Source: an optimization exercise on an open RTL-to-GDS flow (aim: small area). Production flows keep margins and buffers that such runs may drop.
In this exercise RTL edits were held to simulation tests only and were not proved equivalent to the original.
Power figures rest on the tool's default switching activity, not on a simulated workload.

==> flow/design.v <==
`default_nettype none
package platform_pkg;
    typedef struct packed {
        logic left;
        logic right;
        logic jump;
    } player_ctrl_t;
    typedef logic [2:0] frame_t;
    localparam logic [9:0] P0_START_X = 10'd32;
    localparam logic [9:0] P0_START_Y = 10'd320;
    localparam logic [9:0] P1_START_X = 10'd32;
    localparam logic [9:0] P1_START_Y = 10'd416;
    localparam int FRAME_TICKS = 4000;
    localparam int SPIKE_TICKS = 25000;
endpackage
`default_nettype wire
`timescale 1ns/1ps
`default_nettype none
module world_map (
    input  logic [9:0] x,
    input  logic [8:0] y,
    input  logic [2:0] open,
    output logic       wall_l,
    output logic       wall_r,
    output logic       ceiling,
    output logic       floor,
    output logic [2:0] on_plate      
);
    logic [4:0] C;
    logic [3:0] R;
    logic       xa, xb, ya, ym, y0;
    assign C  = x[9:5];
    assign R  = y[8:5];
    assign xa = &x[4:2];                           
    assign xb = |x[4:3] | (x[2] & |x[1:0]);        
    assign ya = &y[4:2];                           
    assign ym = y[4];                              
    assign y0 = ~|y[4:0];                          
    function automatic logic is(input logic [4:0] v, input int k);
        is = (v == 5'(k));
    endfunction
    logic hA, hB, hG, hH;
    assign hA = (C >= 5'd10) || (is(C, 9) && xb);
    assign hB = (C <= 5'd8) || (is(C, 9) && !xa);
    assign hG = (((is(C, 7) && !xa) || (is(C, 6) && xb)) && !open[0]) ||
                (((is(C, 12) && !xa) || (is(C, 11) && xb)) && !open[1]) ||
                (((is(C, 17) && !xa) || (is(C, 16) && xb)) && !open[2]) ||
                (is(C, 18) && xb);
    assign hH = (((is(C, 4) && !xa) || (is(C, 3) && xb)) && !open[0]) ||
                (C >= 5'd15) || (is(C, 14) && xb);
    assign floor = (R == 4'd0 && hA) ||
                   ((R == 4'd2 || R == 4'd4 || R == 4'd6) && hB) ||
                   ((R == 4'd8 || R == 4'd9) && hG) ||
                   (R == 4'd12 && hH) ||
                   (R == 4'd10 || R >= 4'd13);
    assign ceiling = ((R == 4'd1 || (R == 4'd2 && y0)) && hA) ||
                     ((R == 4'd3 || R == 4'd5 || R == 4'd7 ||
                       ((R == 4'd4 || R == 4'd6 || R == 4'd8) && y0)) && hB) ||
                     ((R == 4'd10 || (R == 4'd9 && !y0)) && hG) ||
                     (R == 4'd11 || (R == 4'd12 && y0));
    logic wA, wB, wG, wH;
    assign wA = (R == 4'd1 && !ya) || (R == 4'd0 && ym);
    assign wB = ((R == 4'd3 || R == 4'd5 || R == 4'd7) && !ya) ||
                ((R == 4'd2 || R == 4'd4 || R == 4'd6) && ym);
    assign wG = ((R == 4'd9 || R == 4'd10) && !ya) || ((R == 4'd8 || R == 4'd9) && ym);
    assign wH = (R == 4'd13 && !ya) || (R == 4'd12 && ym);
    logic lA, lB, lG, lH;
    assign lA = (C >= 5'd11) || (is(C, 10) && xb);
    assign lB = (C <= 5'd9) || (is(C, 10) && !xb);
    assign lG = (((is(C, 7) && xb) || (is(C, 8) && !xb)) && !open[0]) ||
                (((is(C, 12) && xb) || (is(C, 13) && !xb)) && !open[1]) ||
                (((is(C, 17) && xb) || (is(C, 18) && !xb)) && !open[2]);
    assign lH = (((is(C, 4) && xb) || (is(C, 5) && !xb)) && !open[0]) ||
                (C >= 5'd16) || (is(C, 15) && xb);
    assign wall_l = (C == 5'd0 && !xb) ||
                    (wA && lA) || (wB && lB) || (wG && lG) || (wH && lH);
    logic rA, rB, rG, rH;
    assign rA = (C >= 5'd9) || (is(C, 8) && xa);
    assign rB = (C <= 5'd7) || (is(C, 8) && !xa);
    assign rG = (((is(C, 6) && !xa) || (is(C, 5) && xa)) && !open[0]) ||
                (((is(C, 11) && !xa) || (is(C, 10) && xa)) && !open[1]) ||
                (((is(C, 16) && !xa) || (is(C, 15) && xa)) && !open[2]) ||
                (is(C, 18) && !xa) || (is(C, 17) && xa);
    assign rH = (((is(C, 3) && !xa) || (is(C, 2) && xa)) && !open[0]) ||
                (C >= 5'd14) || (is(C, 13) && xa);
    assign wall_r = (wA && rA) || (wB && rB) || (wG && rG) || (wH && rH);
    assign on_plate[0] = (R == 4'd10 && ((C >= 5'd2 && C <= 5'd3) || (is(C, 4) && !xa) || (is(C, 1) && xa))) ||
                         (R == 4'd13 && ((C >= 5'd5 && C <= 5'd8) || (is(C, 9) && !xa) || (is(C, 4) && xa)));
    assign on_plate[1] = R == 4'd13 && ((C >= 5'd10 && C <= 5'd13) || (is(C, 14) && !xa) || (is(C, 9) && xa));
    assign on_plate[2] = R == 4'd12 && ((C >= 5'd15) || (is(C, 14) && xa));
endmodule
`default_nettype wire
`timescale 1ns/1ps
`default_nettype none
module player_motion #(
    parameter logic [9:0] START_X = platform_pkg::P0_START_X,
    parameter logic [9:0] START_Y = platform_pkg::P0_START_Y
) (
    input  logic                       clk_25MHz,
    input  logic                       rst,
    input  logic                       step,
    input  platform_pkg::player_ctrl_t ctrl,
    input  logic [2:0]                 open,
    output logic [22:0]                state,
    output logic [2:0]                 on_plate
);
    logic [9:0] x;
    logic [8:0] y;
    logic       face_left, jumping, on_ground;
    logic       wall_l, wall_r, ceiling, floor;
    logic       jump_go, jump_done, go_l, go_r;
    assign state = {x, 1'b0, y, face_left, jumping, on_ground};
    world_map map0 (
        .x        (x),
        .y        (y),
        .open     (open),
        .wall_l   (wall_l),
        .wall_r   (wall_r),
        .ceiling  (ceiling),
        .floor    (floor),
        .on_plate (on_plate)
    );
    assign jump_go   = ctrl.jump && on_ground && !jumping;
    assign jump_done = ceiling || (y[4:0] == 5'd31) || (y <= 9'd10);
    assign go_l      = ctrl.left && !wall_l;
    assign go_r      = ctrl.right && (x < 10'd603) && !wall_r;
    always_ff @(posedge clk_25MHz or posedge rst) begin
        if (rst) begin
            x         <= START_X;
            y         <= START_Y[8:0];
            face_left <= 1'b0;
            jumping   <= 1'b0;
            on_ground <= 1'b1;
        end else if (step) begin
            if (go_l) begin
                x         <= x - 10'd5;
                face_left <= 1'b1;
            end else if (go_r) begin
                x         <= x + 10'd5;
                face_left <= 1'b0;
            end
            if (jumping) begin
                if (jump_done) begin
                    jumping <= 1'b0;
                end else begin
                    y <= y - 9'd5;
                end
            end else if (floor) begin
                on_ground <= 1'b1;
                y         <= {y[8:5], 5'd0};
            end else begin
                on_ground <= 1'b0;
                y         <= y + 9'd5;
            end
            if (jump_go) begin
                jumping   <= 1'b1;
                on_ground <= 1'b0;
            end
        end
    end
endmodule
`default_nettype wire
`timescale 1ns/1ps
`default_nettype none
module sprite_animator (
    input  logic                 clk_25MHz,
    input  logic                 rst,
    input  logic                 moving,
    output platform_pkg::frame_t frame
);
    localparam logic [11:0] LAST = 12'd770;
    logic        walk;
    logic [11:0] tick;
    logic        wrap, last;
    assign wrap = (tick == LAST);
    assign last = walk ? (frame == 3'd5) : (frame == 3'd3);
    always_ff @(posedge clk_25MHz or posedge rst) begin
        if (rst) begin
            walk  <= 1'b0;
            tick  <= '0;
            frame <= '0;
        end else if (walk != moving) begin
            walk  <= moving;
            tick  <= '0;
            frame <= '0;
        end else if (wrap) begin
            tick  <= '0;
            frame <= last ? 3'd0 : frame + 3'd1;
        end else begin
            tick  <= {tick[10:0], ~(tick[11] ^ tick[2] ^ tick[0])};
        end
    end
endmodule
`default_nettype wire
`timescale 1ns/1ps
`default_nettype none
module spike_timer (
    input  logic clk_25MHz,
    input  logic rst,
    output logic spike_on
);
    localparam logic [15:0] START = 16'd42364;
    localparam logic [15:0] LAST  = 16'd21182;
    logic [15:0] tick;
    logic        wrap;
    assign wrap = (tick == LAST);
    always_ff @(posedge clk_25MHz or posedge rst) begin
        if (rst) begin
            tick     <= START;
            spike_on <= 1'b0;
        end else begin
            tick     <= {tick[14:0], ~(tick[15] ^ tick[6]) ^ wrap};
            spike_on <= spike_on ^ wrap;
        end
    end
endmodule
`default_nettype wire
`timescale 1ns/1ps
`default_nettype none
module platform_core (
    input  logic                       clk_25MHz,
    input  logic                       rst,
    input  logic                       step,
    input  platform_pkg::player_ctrl_t ctrl_p0,
    input  platform_pkg::player_ctrl_t ctrl_p1,
    output logic [22:0]                state_p0,
    output logic [22:0]                state_p1,
    output platform_pkg::frame_t       frame_p0,
    output platform_pkg::frame_t       frame_p1,
    output logic [2:0]                 gate_open,
    output logic                       spike_on
);
    logic [2:0] plate_p0, plate_p1;
    assign gate_open = plate_p0 | plate_p1;
    player_motion #(
        .START_X (platform_pkg::P0_START_X),
        .START_Y (platform_pkg::P0_START_Y)
    ) player_p0 (
        .clk_25MHz (clk_25MHz),
        .rst       (rst),
        .step      (step),
        .ctrl      (ctrl_p0),
        .open      (gate_open),
        .state     (state_p0),
        .on_plate  (plate_p0)
    );
    player_motion #(
        .START_X (platform_pkg::P1_START_X),
        .START_Y (platform_pkg::P1_START_Y)
    ) player_p1 (
        .clk_25MHz (clk_25MHz),
        .rst       (rst),
        .step      (step),
        .ctrl      (ctrl_p1),
        .open      (gate_open),
        .state     (state_p1),
        .on_plate  (plate_p1)
    );
    sprite_animator anim_p0 (
        .clk_25MHz (clk_25MHz),
        .rst       (rst),
        .moving    (ctrl_p0.left | ctrl_p0.right),
        .frame     (frame_p0)
    );
    sprite_animator anim_p1 (
        .clk_25MHz (clk_25MHz),
        .rst       (rst),
        .moving    (ctrl_p1.left | ctrl_p1.right),
        .frame     (frame_p1)
    );
    spike_timer spikes0 (
        .clk_25MHz (clk_25MHz),
        .rst       (rst),
        .spike_on  (spike_on)
    );
endmodule
`default_nettype wire
`timescale 1ns/1ps
`default_nettype none
module platform_top (
    input  logic        clk_25MHz,
    input  logic        rst,
    input  logic        step,
    input  logic [2:0]  ctrl_p0,
    input  logic [2:0]  ctrl_p1,
    output logic [22:0] state_p0,
    output logic [22:0] state_p1,
    output logic [2:0]  frame_p0,
    output logic [2:0]  frame_p1,
    output logic [2:0]  gate_open,
    output logic        spike_on
);
    platform_core core0 (
        .clk_25MHz (clk_25MHz),
        .rst       (rst),
        .step      (step),
        .ctrl_p0   (ctrl_p0),
        .ctrl_p1   (ctrl_p1),
        .state_p0  (state_p0),
        .state_p1  (state_p1),
        .frame_p0  (frame_p0),
        .frame_p1  (frame_p1),
        .gate_open (gate_open),
        .spike_on  (spike_on)
    );
endmodule
`default_nettype wire
make LEC_CHECK=0 ABC_AREA=1 CAP_MARGIN=20 CORE_MARGIN=2 CORE_UTILIZATION=40 SLEW_MARGIN=20 finish   # period 11.0 ns
run.sh (not shown) runs the stock make flow with config.mk's settings and CLKGATE_MAP_FILE= SYNTH_SCRIPT=/design/flow/synth_recipe.tcl, a recipe that flattens the netlist after the stock synthesis.
Next try:
--- a/flow/design.v
+++ b/flow/design.v
@@ -108,7 +108,6 @@
     logic [8:0] y;
     logic       face_left, jumping, on_ground;
     logic       wall_l, wall_r, ceiling, floor;
-    logic       jump_go, jump_done, go_l, go_r;
     assign state = {x, 1'b0, y, face_left, jumping, on_ground};
     world_map map0 (
         .x        (x),
@@ -120,10 +119,34 @@
         .floor    (floor),
         .on_plate (on_plate)
     );
-    assign jump_go   = ctrl.jump && on_ground && !jumping;
-    assign jump_done = ceiling || (y[4:0] == 5'd31) || (y <= 9'd10);
-    assign go_l      = ctrl.left && !wall_l;
-    assign go_r      = ctrl.right && (x < 10'd603) && !wall_r;
+    function automatic logic [9:0] step5(input logic [9:0] v, input logic up, input logic dn);
+        logic [9:0] t;
+        logic       cu, cd;
+        t[0] = up | dn;
+        t[1] = (up & v[0]) | (dn & ~v[0]);
+        t[2] = (up & ~(v[1] & v[0])) | (dn & (v[1] | v[0]));
+        cu   = up & (v[2] | (v[1] & v[0]));
+        cd   = dn & (~v[2] | (~v[1] & ~v[0]));
+        for (int i = 3; i < 10; i++) begin
+            t[i] = cu | cd;
+            cu   = cu & v[i];
+            cd   = cd & ~v[i];
+        end
+        step5 = t;
+    endfunction
+    logic go_l, go_r;
+    assign go_l = step && ctrl.left && !wall_l;
+    assign go_r = step && ctrl.right && !(ctrl.left && !wall_l) && !wall_r &&
+                  !(x[9:5] == 5'd18 && &x[4:2]);        
+    logic done, rise, fall, land;
+    assign done = ceiling || (&y[4:0]) ||
+                  (y[8:4] == 5'd0 && !(y[3] && y[2]));    
+    assign rise = step && jumping && !done;
+    assign fall = step && !jumping && !floor;
+    assign land = step && !jumping && floor;
+    logic [9:0] tx, ty;
+    assign tx = step5(x, go_r, go_l);
+    assign ty = step5({1'b0, y}, fall, rise);
     always_ff @(posedge clk_25MHz or posedge rst) begin
         if (rst) begin
             x         <= START_X;
@@ -131,30 +154,18 @@
             face_left <= 1'b0;
             jumping   <= 1'b0;
             on_ground <= 1'b1;
-        end else if (step) begin
+        end else begin
+            x <= x ^ tx;
             if (go_l) begin
-                x         <= x - 10'd5;
                 face_left <= 1'b1;
             end else if (go_r) begin
-                x         <= x + 10'd5;
                 face_left <= 1'b0;
             end
-            if (jumping) begin
-                if (jump_done) begin
-                    jumping <= 1'b0;
-                end else begin
-                    y <= y - 9'd5;
-                end
-            end else if (floor) begin
-                on_ground <= 1'b1;
-                y         <= {y[8:5], 5'd0};
-            end else begin
-                on_ground <= 1'b0;
-                y         <= y + 9'd5;
-            end
-            if (jump_go) begin
-                jumping   <= 1'b1;
-                on_ground <= 1'b0;
+            y[8:5] <= y[8:5] ^ ty[8:5];
+            y[4:0] <= land ? 5'd0 : (y[4:0] ^ ty[4:0]);
+            if (step) begin
+                jumping   <= jumping ? !done : (ctrl.jump && on_ground);
+                on_ground <= !jumping && floor && !(ctrl.jump && on_ground);
             end
         end
     end
Outcome: Combinational power goes down by about 32%. Critical path depth goes up by 1. Sequential power goes down by about 4%. Worst hold slack is better by 0.0057 ns. Non-clock buffer count does not change. Worst setup slack is better by 0.42 ns. Routed wire length goes down by 18%. Fmax goes up by 8.7%. Sequential share of layout area goes up by 4.3 points. Final area goes down by 13%.

## afterwards: timing with drivers on the ports
The results above use ideal ports. As a check the final layouts listed here were re-extracted and re-timed, cells and wires unchanged.
Step 1, drivers: a clkbuf_16 drives clk_25MHz and a buf_2 each remaining input, both assumed.
Step 2, shift: input delay + t, output delay - t, t = (earliest + latest rising clock arrival at the registers) / 2. This alone moves slack from input paths to output paths.
a / b / c = ideal / step 1 / step 2; a / b = the first two.
run	t, ns	setup slack, ns	clock arrival spread, ns	worst data-port slew with drivers (ns)
the first run	0.394	5.799 / 5.757 / 5.769	0.010 / 0.010	0.03
the second run	0.391	6.218 / 6.176 / 6.567	0.007 / 0.008	0.03
After both steps setup and hold are still met in every run listed. The setup slack of the first run, which loses most, moves by -0.042 ns with the drivers and by -0.030 ns with both steps.
